From an optimization exercise on the open Yosys and OpenROAD flow, aimed at small area, a short achievable clock period and few clock cycles per item; shortcuts taken in it are not production practice. Function not checked in this run: the RTL went through the layout flow alone. Power figures rest on the tool's default switching activity, not on a simulated workload.

**config.mk**
```make
export PLATFORM = sky130hd
export DESIGN_NAME = event_timed_task_dispatch_table_core
export DESIGN_NICKNAME = event_timed_task_dispatch_table_core
export VERILOG_FILES = /design/flow/design.v
export SDC_FILE = /design/flow/constraint.sdc
export NUM_CORES = 4
export LEC_CHECK = 0
export CAP_MARGIN = 20
export CORE_MARGIN = 2
export CORE_UTILIZATION = 40
export SLEW_MARGIN = 20
```
**constraint.sdc**
```tcl
create_clock -name core_clock -period 8.5 [get_ports {clk}]
set_input_delay 1.7000 -clock core_clock [delete_from_list [all_inputs] [get_ports {clk}]]
set_output_delay 1.7000 -clock core_clock [all_outputs]
set_load 0.01 [all_outputs]
```
**design.v**
```verilog
`timescale 1ns / 1ps
`default_nettype none
module event_timed_task_dispatch_table_core (
    input  wire logic        clk,
    input  wire logic        rst_n,
    input  wire logic        req_valid,
    output logic             req_ready,
    input  wire logic [1:0]  req_action,
    input  wire logic [7:0]  req_task_id,
    input  wire logic [7:0]  req_trigger_mask,
    input  wire logic        req_use_delay,
    input  wire logic [31:0] req_delay_ticks,
    input  wire logic [7:0]  req_handler_tag,
    input  wire logic [31:0] req_now_ticks,
    input  wire logic [7:0]  req_event_mask,
    output logic             rsp_valid,
    input  wire logic        rsp_ready,
    output logic [2:0]       rsp_status,
    output logic [3:0]       rsp_slot_index,
    output logic [7:0]       rsp_matched_id,
    output logic [7:0]       rsp_matched_handler,
    output logic             rsp_last_result,
    input  wire logic        cfg_we,
    input  wire logic [30:0] cfg_wdata
);
    localparam int N = 16;
    localparam logic [1:0] ACT_ADD    = 2'd0;
    localparam logic [1:0] ACT_REMOVE = 2'd1;
    localparam logic [1:0] ACT_SCAN   = 2'd2;
    localparam logic [1:0] ACT_NONE   = 2'd3;
    localparam logic [2:0] ST_OK        = 3'd0;
    localparam logic [2:0] ST_FULL      = 3'd1;
    localparam logic [2:0] ST_NOT_FOUND = 3'd2;
    localparam logic [2:0] ST_NO_MATCH  = 3'd3;
    localparam logic [2:0] ST_BAD_ID    = 3'd4;
    logic [N-1:0] taken_q;               
    logic [N-1:0] live_q;                
    logic [7:0]   id_q   [N];
    logic [7:0]   mask_q [N];
    logic [31:0]  due_q  [N];
    logic [7:0]   tag_q  [N];
    logic [30:0]  thr_q;
    logic        r_valid;
    logic [1:0]  r_act;
    logic [7:0]  r_id;
    logic [7:0]  r_tm;
    logic        r_ud;
    logic [31:0] r_dl;
    logic [7:0]  r_tag;
    logic [31:0] r_now;
    logic [7:0]  r_em;
    logic         s2_valid;
    logic         s2_scan;       
    logic [2:0]   s2_status;
    logic [3:0]   s2_slot;
    logic [N-1:0] s2_m;
    logic         q0_valid, q1_valid;
    logic [23:0]  q0, q1;        
    logic s2_last;
    logic s2_push;
    logic r_go;
    function automatic logic [N-1:0] lowest(input logic [N-1:0] v);
        lowest = v & (~v + 1'b1);
    endfunction
    function automatic logic [3:0] enc(input logic [N-1:0] oh);
        logic [3:0] e;
        e = '0;
        for (int i = 0; i < N; i++)
            if (oh[i]) e = e | 4'(i);
        enc = e;
    endfunction
    assign s2_last   = !s2_scan || ((s2_m & (s2_m - 1'b1)) == '0);
    assign s2_push   = s2_valid && !q1_valid;
    assign r_go      = r_valid && (!s2_valid || (s2_last && !q1_valid));
    assign req_ready = !r_valid || r_go;
    logic [N-1:0] free_v, rem_v, scan_v;
    logic [N-1:0] free_oh, rem_oh;
    logic [31:0]  lo_bound;
    logic         wrap;
    logic [7:0]   add_mask;
    logic [31:0]  add_due;
    logic         bad_id;
    assign bad_id   = (r_id == 8'd0);
    assign add_mask = r_ud ? (r_tm | 8'd1) : r_tm;
    assign add_due  = r_ud ? (r_now + r_dl) : 32'd0;
    assign {wrap, lo_bound} = {1'b0, r_now} - {2'b00, thr_q};
    logic [N-1:0] le_v, gt_v, timely_v;
    always_comb
    begin
        for (int i = 0; i < N; i++)
        begin
            free_v[i]   = !taken_q[i];
            rem_v[i]    = live_q[i] && (id_q[i] == r_id);
            le_v[i]     = (due_q[i] <= r_now);
            gt_v[i]     = (due_q[i] > lo_bound);
            timely_v[i] = wrap ? (le_v[i] || gt_v[i]) : (le_v[i] && gt_v[i]);
            scan_v[i]   = live_q[i] && ((mask_q[i] & r_em) != 8'd0)
                          && (!mask_q[i][0] || timely_v[i]);
        end
    end
    assign free_oh = lowest(free_v);
    assign rem_oh  = lowest(rem_v);
    logic [2:0] x_status;
    logic [3:0] x_slot;
    logic       x_scan;
    always_comb
    begin
        x_status = ST_OK;
        x_slot   = '0;
        x_scan   = 1'b0;
        case (r_act)
            ACT_ADD:
                if (bad_id)            x_status = ST_BAD_ID;
                else if (free_v == '0) x_status = ST_FULL;
                else                   x_slot   = enc(free_oh);
            ACT_REMOVE:
                if (bad_id)            x_status = ST_BAD_ID;
                else if (rem_v == '0)  x_status = ST_NOT_FOUND;
                else                   x_slot   = enc(rem_oh);
            default:
                if (scan_v == '0)      x_status = ST_NO_MATCH;
                else                   x_scan   = 1'b1;
        endcase
    end
    logic do_add, do_rem;
    assign do_add = r_go && (r_act == ACT_ADD) && !bad_id;
    assign do_rem = r_go && (r_act == ACT_REMOVE) && !bad_id;
    logic [N-1:0] s2_oh;
    logic [7:0]   s2_id, s2_tag;
    logic [23:0]  s2_word;
    assign s2_oh = lowest(s2_m);
    always_comb
    begin
        s2_id  = '0;
        s2_tag = '0;
        for (int i = 0; i < N; i++)
        begin
            s2_id  = s2_id  | (id_q[i]  & {8{s2_oh[i]}});
            s2_tag = s2_tag | (tag_q[i] & {8{s2_oh[i]}});
        end
        if (s2_scan)
            s2_word = {ST_OK, enc(s2_oh), s2_id, s2_tag, s2_last};
        else
            s2_word = {s2_status, s2_slot, 8'd0, 8'd0, 1'b1};
    end
    always_ff @(posedge clk or negedge rst_n)
    begin
        if (!rst_n)
        begin
            taken_q  <= '0;
            live_q   <= '0;
            thr_q    <= 31'd1000;
            r_valid  <= 1'b0;
            s2_valid <= 1'b0;
            q0_valid <= 1'b0;
            q1_valid <= 1'b0;
        end
        else
        begin
            if (cfg_we)
                thr_q <= cfg_wdata;
            if (req_ready)
                r_valid <= req_valid && (req_action != ACT_NONE);
            for (int i = 0; i < N; i++)
            begin
                if (do_add && free_oh[i])
                begin
                    taken_q[i] <= 1'b1;
                    live_q[i]  <= (add_mask != 8'd0);
                end
                if (do_rem && rem_oh[i])
                begin
                    taken_q[i] <= 1'b0;
                    live_q[i]  <= 1'b0;
                end
            end
            if (r_go)
                s2_valid <= 1'b1;
            else if (s2_push && s2_last)
                s2_valid <= 1'b0;
            if (q0_valid && rsp_ready)
            begin
                if (q1_valid)
                begin
                    q1_valid <= 1'b0;
                end
                else if (!s2_push)
                begin
                    q0_valid <= 1'b0;
                end
            end
            else if (s2_push)
            begin
                if (!q0_valid) q0_valid <= 1'b1;
                else           q1_valid <= 1'b1;
            end
        end
    end
    always_ff @(posedge clk)
    begin
        if (req_ready)
        begin
            r_act <= req_action;
            r_id  <= req_task_id;
            r_tm  <= req_trigger_mask;
            r_ud  <= req_use_delay;
            r_dl  <= req_delay_ticks;
            r_tag <= req_handler_tag;
            r_now <= req_now_ticks;
            r_em  <= req_event_mask;
        end
        for (int i = 0; i < N; i++)
        begin
            if (do_add && free_oh[i])
            begin
                id_q[i]   <= r_id;
                mask_q[i] <= add_mask;
                due_q[i]  <= add_due;
                tag_q[i]  <= r_tag;
            end
        end
        if (r_go)
        begin
            s2_scan   <= x_scan;
            s2_status <= x_status;
            s2_slot   <= x_slot;
            s2_m      <= scan_v;
        end
        else if (s2_push)
        begin
            s2_m <= s2_m & ~s2_oh;
        end
        if (q0_valid && rsp_ready)
        begin
            if (q1_valid) q0 <= q1;
            else if (s2_push) q0 <= s2_word;
        end
        else if (s2_push)
        begin
            if (!q0_valid) q0 <= s2_word;
            else           q1 <= s2_word;
        end
    end
    assign rsp_valid = q0_valid;
    assign {rsp_status, rsp_slot_index, rsp_matched_id, rsp_matched_handler, rsp_last_result} = q0;
endmodule
`default_nettype wire
```
**run.sh**
```bash
#!/bin/bash
# synth_recipe.tcl (not shown) runs the flow's synth.tcl, then flattens the netlist and writes it again
# the make line also repeats each setting of config.mk as NAME=value (left out here)
make -C /OpenROAD-flow-scripts/flow DESIGN_CONFIG=/design/flow/config.mk WORK_HOME=/design/flow/orfs CLKGATE_MAP_FILE= SYNTH_SCRIPT=/design/flow/synth_recipe.tcl finish
```
==> results.txt <==
[worst register-to-register path: cells and delay by family, from the launching register on]
family | cells | cell delay [ps]
AO/OA/AOI/OAI | 12 | 3150
buffers and inverters | 3 | 320
adder cells (fa/ha/maj) | 3 | 1000
AND/OR/NAND/NOR | 8 | 2400
XOR/XNOR | 1 | 260
flip-flops | 1 | 380
[cell type report]
cell class | instances | area share
Antenna cell | 1 | 0.0000329
Inverter | 151 | 0.00744
Sequential cell | 1134 | 0.443
Clock inverter | 80 | 0.0140
Timing Repair Buffer | 327 | 0.0386
Multi-Input combinational cell | 3979 | 0.416
Tap cell | 2175 | 0.0357
Clock buffer | 156 | 0.0451
[cell families after synthesis]
group,count (synthesis),synth area share
AO/OA/AOI/OAI,1367,0.136
XOR/XNOR,206,0.0284
adder cells (fa/ha/maj),1073,0.203
buffers and inverters,243,0.0141
flip-flops,1134,0.512
multiplexers,40,0.00653
AND/OR/NAND/NOR,1293,0.100
[Yosys cell counts, types with 20 or more instances]
| master | n |
|---|---|
| a2111oi_0 | 26 |
| a211oi_1 | 36 |
| a21o_1 | 214 |
| a21oi_1 | 377 |
| a221o_1 | 27 |
| a221oi_1 | 25 |
| a22oi_1 | 91 |
| a31oi_1 | 42 |
| and3_1 | 46 |
| and4_1 | 24 |
| clkbuf_1 | 80 |
| dfrtp_1 | 61 |
| edfxtp_1 | 1067 |
| ha_1 | 1054 |
| inv_1 | 148 |
| mux2_2 | 24 |
| nand2_1 | 310 |
| nand2b_1 | 33 |
| nand3_1 | 90 |
| nand4_1 | 237 |
| nor2_1 | 258 |
| nor2b_1 | 66 |
| nor3_1 | 86 |
| nor4_1 | 46 |
| o211ai_1 | 40 |
| o21a_1 | 54 |
| o21ai_0 | 259 |
| o21bai_1 | 20 |
| or3_1 | 23 |
| xnor2_1 | 124 |
| xor2_1 | 77 |
[worst max-delay path by stage]
stage / start / to / slack, ps / cells after the start
floorplan: s2_m[3]$_DFFE_PP_ / live_q[11]$_DFFE_PN0P_ / -590 / 13
global placement: r_now[0]$_DFFE_PP_ / s2_scan$_SDFFCE_PN0P_ / 1030 / 27
detailed placement: thr_q[6]$_DFFE_PN1P_ / s2_scan$_SDFFCE_PN0P_ / 1020 / 29
CTS: thr_q[6]$_DFFE_PN1P_ / s2_scan$_SDFFCE_PN0P_ / 980 / 29
global route: thr_q[8]$_DFFE_PN1P_ / s2_status[1]$_DFFE_PP_ / 390 / 27
finish: r_now[0]$_DFFE_PP_ / s2_scan$_SDFFCE_PN0P_ / 750 / 27
[registers in the layout (all words and copies together) (netlist names), 2 cells and up]
| name | cells |
|---|---|
| r_id | 8 |
| r_act | 2 |
| live_q | 16 |
| s2_status | 3 |
| r_em | 8 |
| s2_slot | 4 |
| id_q | 128 |
| r_now | 32 |
| thr_q | 31 |
| tag_q | 128 |
| r_tm | 8 |
| s2_m | 16 |
| q0 | 24 |
| taken_q | 16 |
| r_dl | 32 |
| mask_q | 128 |
| r_tag | 8 |
| due_q | 512 |
| q1 | 24 |
[routing by layer]
| layer | up-vias | part of all wire | GRT usage |
|---|---|---|---|
| li1 | 22000 | - | - |
| met1 | 24000 | 0.44 | 0.359 |
| met2 | 1955 | 0.44 | 0.402 |
| met3 | 379 | 0.082 | 0.0510 |
| met4 | 2 | 0.035 | 0.0875 |
| met5 | - | 0.000059 | 0 |
[power groups by stage]
stage / Sequential [µW] / Clock (µW) / Combinational [µW]
floorplan: 8430 / 0 / 9920
global placement: 8550 / 0 / 16800
detailed placement: 8560 / 0 / 17100
CTS: 8450 / 6040 / 17300
global route: 8520 / 6240 / 19100
finish: 8450 / 5950 / 17500
[through the flow]
stage,total power (µW),TNS (ps)
after floorplan,18400,-59580
after global placement,25400,0
after detailed placement,25700,0
after CTS,31700,0
after global routing,33800,0
final,31900,0
==> results.cfg <==
[outcome]
outcome = no timing/DRC/antenna violations

[logic_synthesis]
synth_area_leaders = edfxtp_1 (49%), ha_1 (20%), a21oi_1 (2.9%), a21o_1 (2.4%), dfrtp_1 (2.3%)
synth_top_area_frac = 0.486
ys_types = 89
synthArstFlopShare = 0.0591
post-synth-top-area-cell = edfxtp_1
synth_edf_count = 1067
synthCells = 5356
netlist_area_mm2 = 0.0659
yosysWarningCount = 5
synth_nets = 6547
ys_ff_latch = 1134
synthFlopType = edfxtp_1
ys_seq_area_frac = 0.512
synth.avg_cell_area_um2 = 12.3

[sta]
hold_viol_final = 0
period_needed_ps = 7750
timing.hold.ws_ps = 493
rsz0062_at_grt = no
finalCritPeriodShare = 0.911
skew_ps = 59.1
worst_slew_pin_slew_ps = 1240
fin_ws_ps = 755
finalSetupViolCount = 0
fmax_mhz = 129
maxSlewViolCount = 0
maxSlewHeadroom = 0.163

[routing]
routed_wl_um = 220000
dr.pass1.iters = 7
first_iter_violations = 5391
vias = 48300
postRouteAntennaNets = 0
via_per_inst = 6.03
post-route-drc-count = 0
routedWlPerCell_um = 27.5

[floorplan]
core_area_mm2 = 0.163
die_h_um = 410
rows = 148
die-area_mm2 = 0.168
die_x_um = 410
initial_core_util = 0.404
ios = 161

[placed_design]
port_buffers = 160
dp_hpwl_um = 155000
dp_cells = 7766
place_ws_ps = 1020
place_area_mm2 = 0.0716
globalplace.congestion = 0.940

[final_layout]
seq_area_mm2 = 0.0337
area_growth_pct = 15.6
drive_gt1_frac = 0.0858
fillers = 14400
utilization = 0.467
num-nets-final = 6915
fin_cells = 8003
final_common_cell = edfxtp_1
multiInputGateArea_mm2 = 0.0317
layout_common_cells = edfxtp_1 (1067), ha_1 (1054), a21oi_1 (377)
fin_area_mm2 = 0.0762

[setup_path]
rr_worst_depth = 27
required_ps = 9060
critPathTopFamily = compound AO/OA/AOI/OAI gates
critPathSlowestCell = nor3_1
cp.buffers_inverters = 3
worstPathMaxFanout = 8
r2r_setup_slack_ps = 750
crit_type = flip-flop to flip-flop
crit_path_end_kind = flip-flop
reg2reg_to = s2_scan$_SDFFCE_PN0P_
cp.arrival_ps = 8310
startpoint_type = flip-flop
slowest_delay_ps = 670
reg2reg_from = r_now[0]$_DFFE_PP_
cp_common_cell = a21o_1

[grt]
grt_max_degree = 64
antenna_found_initial = 8
grt_pass1_wl_um = 320000
grt.overflow.total = 0
grt_pass1_vias = 47300
grtUsageTotal = 0.258

[pwr]
sw_frac_of_total = 0.454
internal_power_uw = 17400
power_frac_comb = 0.549
max-vdd-ir-drop_v = 0.000394
clkPwrFrac = 0.187
power_density_mw_per_mm2 = 419
power_leakage_uw = 0.0298
seqPwrFrac = 0.265
power.switching_uw = 14500

[min_path]
hp-class = flip-flop to flip-flop
whs_path_depth = 2
min_from = r_valid$_DFFE_PN0P_
hold-path-endpoint = s2_valid$_DFFE_PN0P_

[clock_tree]
cts.sinks = 1134
cts_tree = yes
post_cts_buffers = 0
clkTransAtPathRegs_ps = 70
cts_hold_buffers = 0
cts_made_buffers = 131
postCtsResizedCells = 0
cts_max_level = 4
cts_buffer_depth = 3
clk_latency_ps = 810
cts-root-buf = clkbuf_16

[run]
maxCapViolCount = 0

==> what the ideal ports hide <==
No port has a modelled driver above. Below, the same layout with a new extraction and two added sets of constraints. Step 1 assumes that a clkbuf_16 drives the clock port and a buf_2 every other input. Step 2 adds t to the input delays and takes it off the output delays; t is the mean of the earliest and latest rising clock arrival at the registers after step 1. Input paths then give back, and output paths get back, about the clock's delay inside the block. Slacks: no drivers / after step 1 / after step 2; pairs: no drivers / after step 1.
t, ns: 0.857
setup WS [ns]: 0.755 / 0.755 / 0.755
hold slack, ns: 0.493 / 0.493 / 0.493
latest minus earliest clock arrival (ns): 0.060 / 0.059
pins driven straight from the clock port: 1
After both steps setup and hold are still met in this run. The setup slack of this run moves by 0.000 ns with the drivers and by 0.000 ns with both steps.
